This is an optimization exercise on Yosys and OpenROAD, whose aim is small area, not a production implementation. The RTL was checked by simulation tests, not by an equivalence proof against the original design.

==> module alu_core, before the edit <==
module alu_core
(
  input  logic [XLEN-1:0]   ops_opa,
  input  logic [XLEN-1:0]   ops_opb,
  input  logic [XLEN-1:0]   ops_npc,
  input  logic [PREG_W-1:0] ops_dest_reg_idx,
  input  logic              ops_valid,
  input  exec_pkg::alu_func_t       func,
  output logic [XLEN-1:0] result
);
  localparam int SHAMT_W = $clog2(XLEN);
  logic              sub;
  logic [XLEN-1:0]   bx;
  logic [XLEN-1:0]   sum;
  logic              cout;
  logic [XLEN-1:0]   gen, prop;
  logic [XLEN-1:0]   x_and, x_or, x_xor;
  logic              lt_signed, lt_unsigned, equal;
  logic              sll, fill;
  logic [XLEN-1:0]   sh_in;
  logic [XLEN-1:0]   sh_lvl [4];
  logic [XLEN-1:0]   shr, shl;
  logic [SHAMT_W-1:0] shamt;
  assign sub = func[0] | func[3];
  assign bx  = ops_opb ^ {XLEN{sub}};
  alu_adder add0 (
    .opa  (ops_opa),
    .bx   (bx),
    .sub  (sub),
    .sum  (sum),
    .gen  (gen),
    .prop (prop),
    .cout (cout)
  );
  assign x_and = gen;
  assign x_or  = gen | prop;
  assign x_xor = prop;
  assign equal       = &prop;
  assign lt_unsigned = ~cout;
  assign lt_signed   = (ops_opa[XLEN-1] ^ ops_opb[XLEN-1]) ? ops_opa[XLEN-1] : sum[XLEN-1];
  assign shamt = ops_opb[SHAMT_W-1:0];
  assign sll   = (func == ALU_SLL);
  assign fill  = (func == ALU_SRA) & ops_opa[XLEN-1];
  for (genvar i = 0; i < XLEN; i++) begin : g_rev
    assign sh_in[i] = sll ? ops_opa[XLEN-1-i] : ops_opa[i];
    assign shl[i]   = shr[XLEN-1-i];
  end
  logic [3:0]       dsel [3];
  assign sh_lvl[0] = sh_in;
  for (genvar l = 0; l < 3; l++) begin : g_sh
    localparam int K = 1 << (2 * l);
    logic [1:0] sa;
    logic [XLEN-1:0] src, r1, r2, r3;
    assign sa = shamt[2*l+1:2*l];
    assign dsel[l] = {sa == 2'd3, sa == 2'd2, sa == 2'd1, sa == 2'd0};
    assign src = sh_lvl[l];
    assign r1 = {{K{fill}}, src[XLEN-1:K]};
    assign r2 = {{(2*K){fill}}, src[XLEN-1:2*K]};
    assign r3 = {{(3*K){fill}}, src[XLEN-1:3*K]};
    assign sh_lvl[l+1] = ({XLEN{dsel[l][0]}} & src) | ({XLEN{dsel[l][1]}} & r1) |
                         ({XLEN{dsel[l][2]}} & r2) | ({XLEN{dsel[l][3]}} & r3);
  end
  assign shr = sh_lvl[3];
  logic e_sum, e_gen, e_prop, e_shr, e_shl, e_bad;
  logic cmp_bit;
  logic f_sum, f_gen, f_prop, f_shr, f_shl;
  assign f_sum  = (func == ALU_ADDQ) | (func == ALU_SUBQ);
  assign f_gen  = (func == ALU_AND) | (func == ALU_BIS);
  assign f_prop = (func == ALU_BIS) | (func == ALU_XOR);
  assign f_shr  = (func == ALU_SRL) | (func == ALU_SRA);
  assign f_shl  = (func == ALU_SLL);
  assign e_sum  = ops_valid & f_sum;
  assign e_gen  = ops_valid & f_gen;
  assign e_prop = ops_valid & f_prop;
  assign e_shr  = ops_valid & f_shr;
  assign e_shl  = ops_valid & f_shl;
  assign e_bad  = ops_valid & ~(f_sum | f_gen | f_prop | f_shr | f_shl | (func[4:2] == 3'b011));
  assign cmp_bit = ops_valid &
                   (((func == ALU_CMPEQ) & equal) | ((func == ALU_CMPLT) & lt_signed) |
                    ((func == ALU_CMPLE) & (lt_signed | equal)) | ((func == ALU_CMPULT) & lt_unsigned));
  assign result = ({XLEN{e_sum}} & sum) | ({XLEN{e_gen}} & gen) | ({XLEN{e_prop}} & prop) |
                  ({XLEN{e_shr}} & shr) | ({XLEN{e_shl}} & shl) | ({XLEN{e_bad}} & OPB_POISON) |
                  {{(XLEN-1){1'b0}}, cmp_bit};
endmodule
==> module alu_writeback, before the edit <==
module alu_writeback
(
  input  logic [XLEN-1:0]   ops_opa,
  input  logic [XLEN-1:0]   ops_opb,
  input  logic [XLEN-1:0]   ops_npc,
  input  logic [PREG_W-1:0] ops_dest_reg_idx,
  input  logic              ops_valid,
  input  exec_pkg::inst_word_t        ir,
  input  logic [XLEN-1:0]   rega,
  input  logic [XLEN-1:0]   raw_result,
  input  logic              rd_mem,
  input  logic              wr_mem,
  input  logic              cond_branch,
  input  logic              uncond_branch,
  output logic [XLEN-1:0]   result,
  output logic [XLEN-1:0]   branch_target,
  output logic [XLEN-1:0]   store_data,
  output logic              take_branch,
  output logic              mem_read,
  output logic              mem_write,
  output logic [PREG_W-1:0] dest_reg_idx
);
  exec_pkg::br_cond_t cond;
  logic     rega_zero;
  logic     rega_neg;
  logic     cond_true;
  assign cond      = exec_pkg::br_cond_t'(ir.br.opcode[2:0]);
  assign rega_zero = (rega == '0);
  assign rega_neg  = rega[XLEN-1];
  always_comb
  begin
    cond_true = 1'b0;
    case (cond)
      BR_LBC: cond_true = ~rega[0];
      BR_EQ:  cond_true = rega_zero;
      BR_LT:  cond_true = rega_neg;
      BR_LE:  cond_true = rega_neg | rega_zero;
      BR_LBS: cond_true = rega[0];
      BR_NE:  cond_true = ~rega_zero;
      BR_GE:  cond_true = ~rega_neg;
      BR_GT:  cond_true = ~rega_neg & ~rega_zero;
    endcase
  end
  assign take_branch = ops_valid & (uncond_branch | (cond_branch & cond_true));
  assign result        = uncond_branch ? ({XLEN{ops_valid}} & ops_npc) : raw_result;
  assign branch_target = raw_result;    
  assign mem_read  = ops_valid & rd_mem;
  assign mem_write = ops_valid & wr_mem;
  assign dest_reg_idx = (rd_mem | wr_mem) ? ZERO_REG : ops_dest_reg_idx;
  assign store_data   = rega;
endmodule
==> flow/config.mk <==
export PLATFORM = sky130hd
export DESIGN_NAME = exec_stage
export DESIGN_NICKNAME = exec_stage
export VERILOG_FILES = /design/flow/design.v
export SDC_FILE = /design/flow/constraint.sdc
export NUM_CORES = 4
export LEC_CHECK = 0
export ABC_AREA = 1
export CAP_MARGIN = 20
export CORE_MARGIN = 2
export CORE_UTILIZATION = 50
export CTS_CLUSTER_DIAMETER = 100
export CTS_CLUSTER_SIZE = 30
export GPL_ROUTABILITY_DRIVEN = 0
export SLEW_MARGIN = 20
==> flow/constraint.sdc <==
create_clock -name core_clock -period 12.5 [get_ports {clock}]
set_input_delay 2.5000 -clock core_clock [delete_from_list [all_inputs] [get_ports {clock}]]
set_output_delay 2.5000 -clock core_clock [all_outputs]
set_load 0.01 [all_outputs]
standard.sh (not shown) runs the stock make flow with config.mk's settings and CLKGATE_MAP_FILE= SYNTH_SCRIPT=/design/flow/synth_recipe.tcl, a recipe that flattens the netlist after the stock synthesis.
==> flow/flow/run.sh <==
#!/bin/bash
# The standard layout (standard.sh) with these changes:
#  - Yosys's synth runs without its generic "abc -fast" step (SYNTH_ARGS=-noabc),
#    so the full adders written in the RTL reach extract_fa as written;
#  - the cell mapping uses flow/abc_area.script (area-oriented &nf mapping,
#    no ABC buffering or sizing; placement and repair do that);
#  - the port buffers are the smallest buffer cell, buf_1;
#  - the floorplan step only removes synthesis buffers (REMOVE_ABC_BUFFERS)
#    instead of sizing up with wire-load estimates.
# Each tool's output is in orfs/logs/; the make output is in standard_flow.log.
set -euo pipefail
here=$(pwd)
rm -rf "$here/scripts_alt"
cp -r "$FLOW_HOME/scripts" "$here/scripts_alt"
cp "$here/flow/abc_area.script" "$here/scripts_alt/abc_area.script"
export SCRIPTS_DIR="$here/scripts_alt"
export SYNTH_ARGS="-noabc"
export REMOVE_ABC_BUFFERS=1
export BUFFER_PORTS_ARGS="-buffer_cell sky130_fd_sc_hd__buf_1"
bash standard.sh finish > standard_flow.log 2>&1
==> flow/flow/abc_area.script <==
&get -n
&st
&dch
&nf -a -R 1000
&put
topo
stime -c
Next try:
--- a/flow/design.v
+++ b/flow/design.v
@@ -1057,27 +1057,20 @@
     assign sh_lvl[l+1] = ({XLEN{dsel[l][0]}} & src) | ({XLEN{dsel[l][1]}} & r1) |
                          ({XLEN{dsel[l][2]}} & r2) | ({XLEN{dsel[l][3]}} & r3);
   end
   assign shr = sh_lvl[3];
   logic e_sum, e_gen, e_prop, e_shr, e_shl, e_bad;
   logic cmp_bit;
-  logic f_sum, f_gen, f_prop, f_shr, f_shl;
-  assign f_sum  = (func == ALU_ADDQ) | (func == ALU_SUBQ);
-  assign f_gen  = (func == ALU_AND) | (func == ALU_BIS);
-  assign f_prop = (func == ALU_BIS) | (func == ALU_XOR);
-  assign f_shr  = (func == ALU_SRL) | (func == ALU_SRA);
-  assign f_shl  = (func == ALU_SLL);
-  assign e_sum  = ops_valid & f_sum;
-  assign e_gen  = ops_valid & f_gen;
-  assign e_prop = ops_valid & f_prop;
-  assign e_shr  = ops_valid & f_shr;
-  assign e_shl  = ops_valid & f_shl;
-  assign e_bad  = ops_valid & ~(f_sum | f_gen | f_prop | f_shr | f_shl | (func[4:2] == 3'b011));
-  assign cmp_bit = ops_valid &
-                   (((func == ALU_CMPEQ) & equal) | ((func == ALU_CMPLT) & lt_signed) |
-                    ((func == ALU_CMPLE) & (lt_signed | equal)) | ((func == ALU_CMPULT) & lt_unsigned));
+  assign e_sum  = (func == ALU_ADDQ) | (func == ALU_SUBQ);
+  assign e_gen  = (func == ALU_AND) | (func == ALU_BIS);
+  assign e_prop = (func == ALU_BIS) | (func == ALU_XOR);
+  assign e_shr  = (func == ALU_SRL) | (func == ALU_SRA);
+  assign e_shl  = (func == ALU_SLL);
+  assign e_bad  = ~(e_sum | e_gen | e_prop | e_shr | e_shl | (func[4:2] == 3'b011));
+  assign cmp_bit = ((func == ALU_CMPEQ) & equal) | ((func == ALU_CMPLT) & lt_signed) |
+                   ((func == ALU_CMPLE) & (lt_signed | equal)) | ((func == ALU_CMPULT) & lt_unsigned);
   assign result = ({XLEN{e_sum}} & sum) | ({XLEN{e_gen}} & gen) | ({XLEN{e_prop}} & prop) |
                   ({XLEN{e_shr}} & shr) | ({XLEN{e_shl}} & shl) | ({XLEN{e_bad}} & OPB_POISON) |
                   {{(XLEN-1){1'b0}}, cmp_bit};
 endmodule
 `timescale 1ns/1ps
 import exec_pkg::*;
@@ -1122,14 +1115,17 @@
       BR_NE:  cond_true = ~rega_zero;
       BR_GE:  cond_true = ~rega_neg;
       BR_GT:  cond_true = ~rega_neg & ~rega_zero;
     endcase
   end
   assign take_branch = ops_valid & (uncond_branch | (cond_branch & cond_true));
-  assign result        = uncond_branch ? ({XLEN{ops_valid}} & ops_npc) : raw_result;
-  assign branch_target = raw_result;    
+  logic sel_raw, sel_npc;
+  assign sel_raw = ops_valid & ~uncond_branch;
+  assign sel_npc = ops_valid & uncond_branch;
+  assign result        = ({XLEN{sel_raw}} & raw_result) | ({XLEN{sel_npc}} & ops_npc);
+  assign branch_target = {XLEN{ops_valid}} & raw_result;    
   assign mem_read  = ops_valid & rd_mem;
   assign mem_write = ops_valid & wr_mem;
   assign dest_reg_idx = (rd_mem | wr_mem) ? ZERO_REG : ops_dest_reg_idx;
   assign store_data   = rega;
 endmodule
 `timescale 1ns/1ps
After rerunning: Routed wire length came out lower by 1.3%. Critical path depth goes up by 1. Count of clock-buffer cells in the layout goes up by 5. First-iteration DRC count came out lower by 13%. Via count is lower by 0.33%. Worst setup slack improved by 0.019 ns. Hold slack degrades by 0.0060 ns. Flip-flop and latch count does not change. Cell count barely changes. Synthesized area is higher by 0.53%. Global-route usage fell by 0.77 points.

## what the ideal ports hide
The results above use ideal ports. As a check the final layouts listed here were re-extracted and re-timed, cells and wires unchanged.
Step 1 assumes that a clkbuf_16 drives the clock port and a buf_2 every other input.
Step 2 moves the port delays by t, midway between the first and last clock arrival at a register: inputs arrive t later, outputs are due t later. That takes back most of the time a late clock gives input paths.
a / b / c = no drivers / after step 1 / after step 2; a / b = the first two.
| run | t (ns) | setup WS [ns] | clock arrival spread, ns | pins driven straight from the clock port |
|---|---|---|---|---|
| the first run | 0.736 | 0.315 / 0.268 / -0.345 | 0.057 / 0.058 | 1 |
| the second run | 0.747 | 0.335 / 0.305 / -0.305 | 0.056 / 0.056 | 1 |
Met with ideal ports but missed after step 2: setup timing in the first run and the second run. For the first run, which loses most, drivers alone change the setup slack by -0.047 ns; drivers and shift together by -0.660 ns.
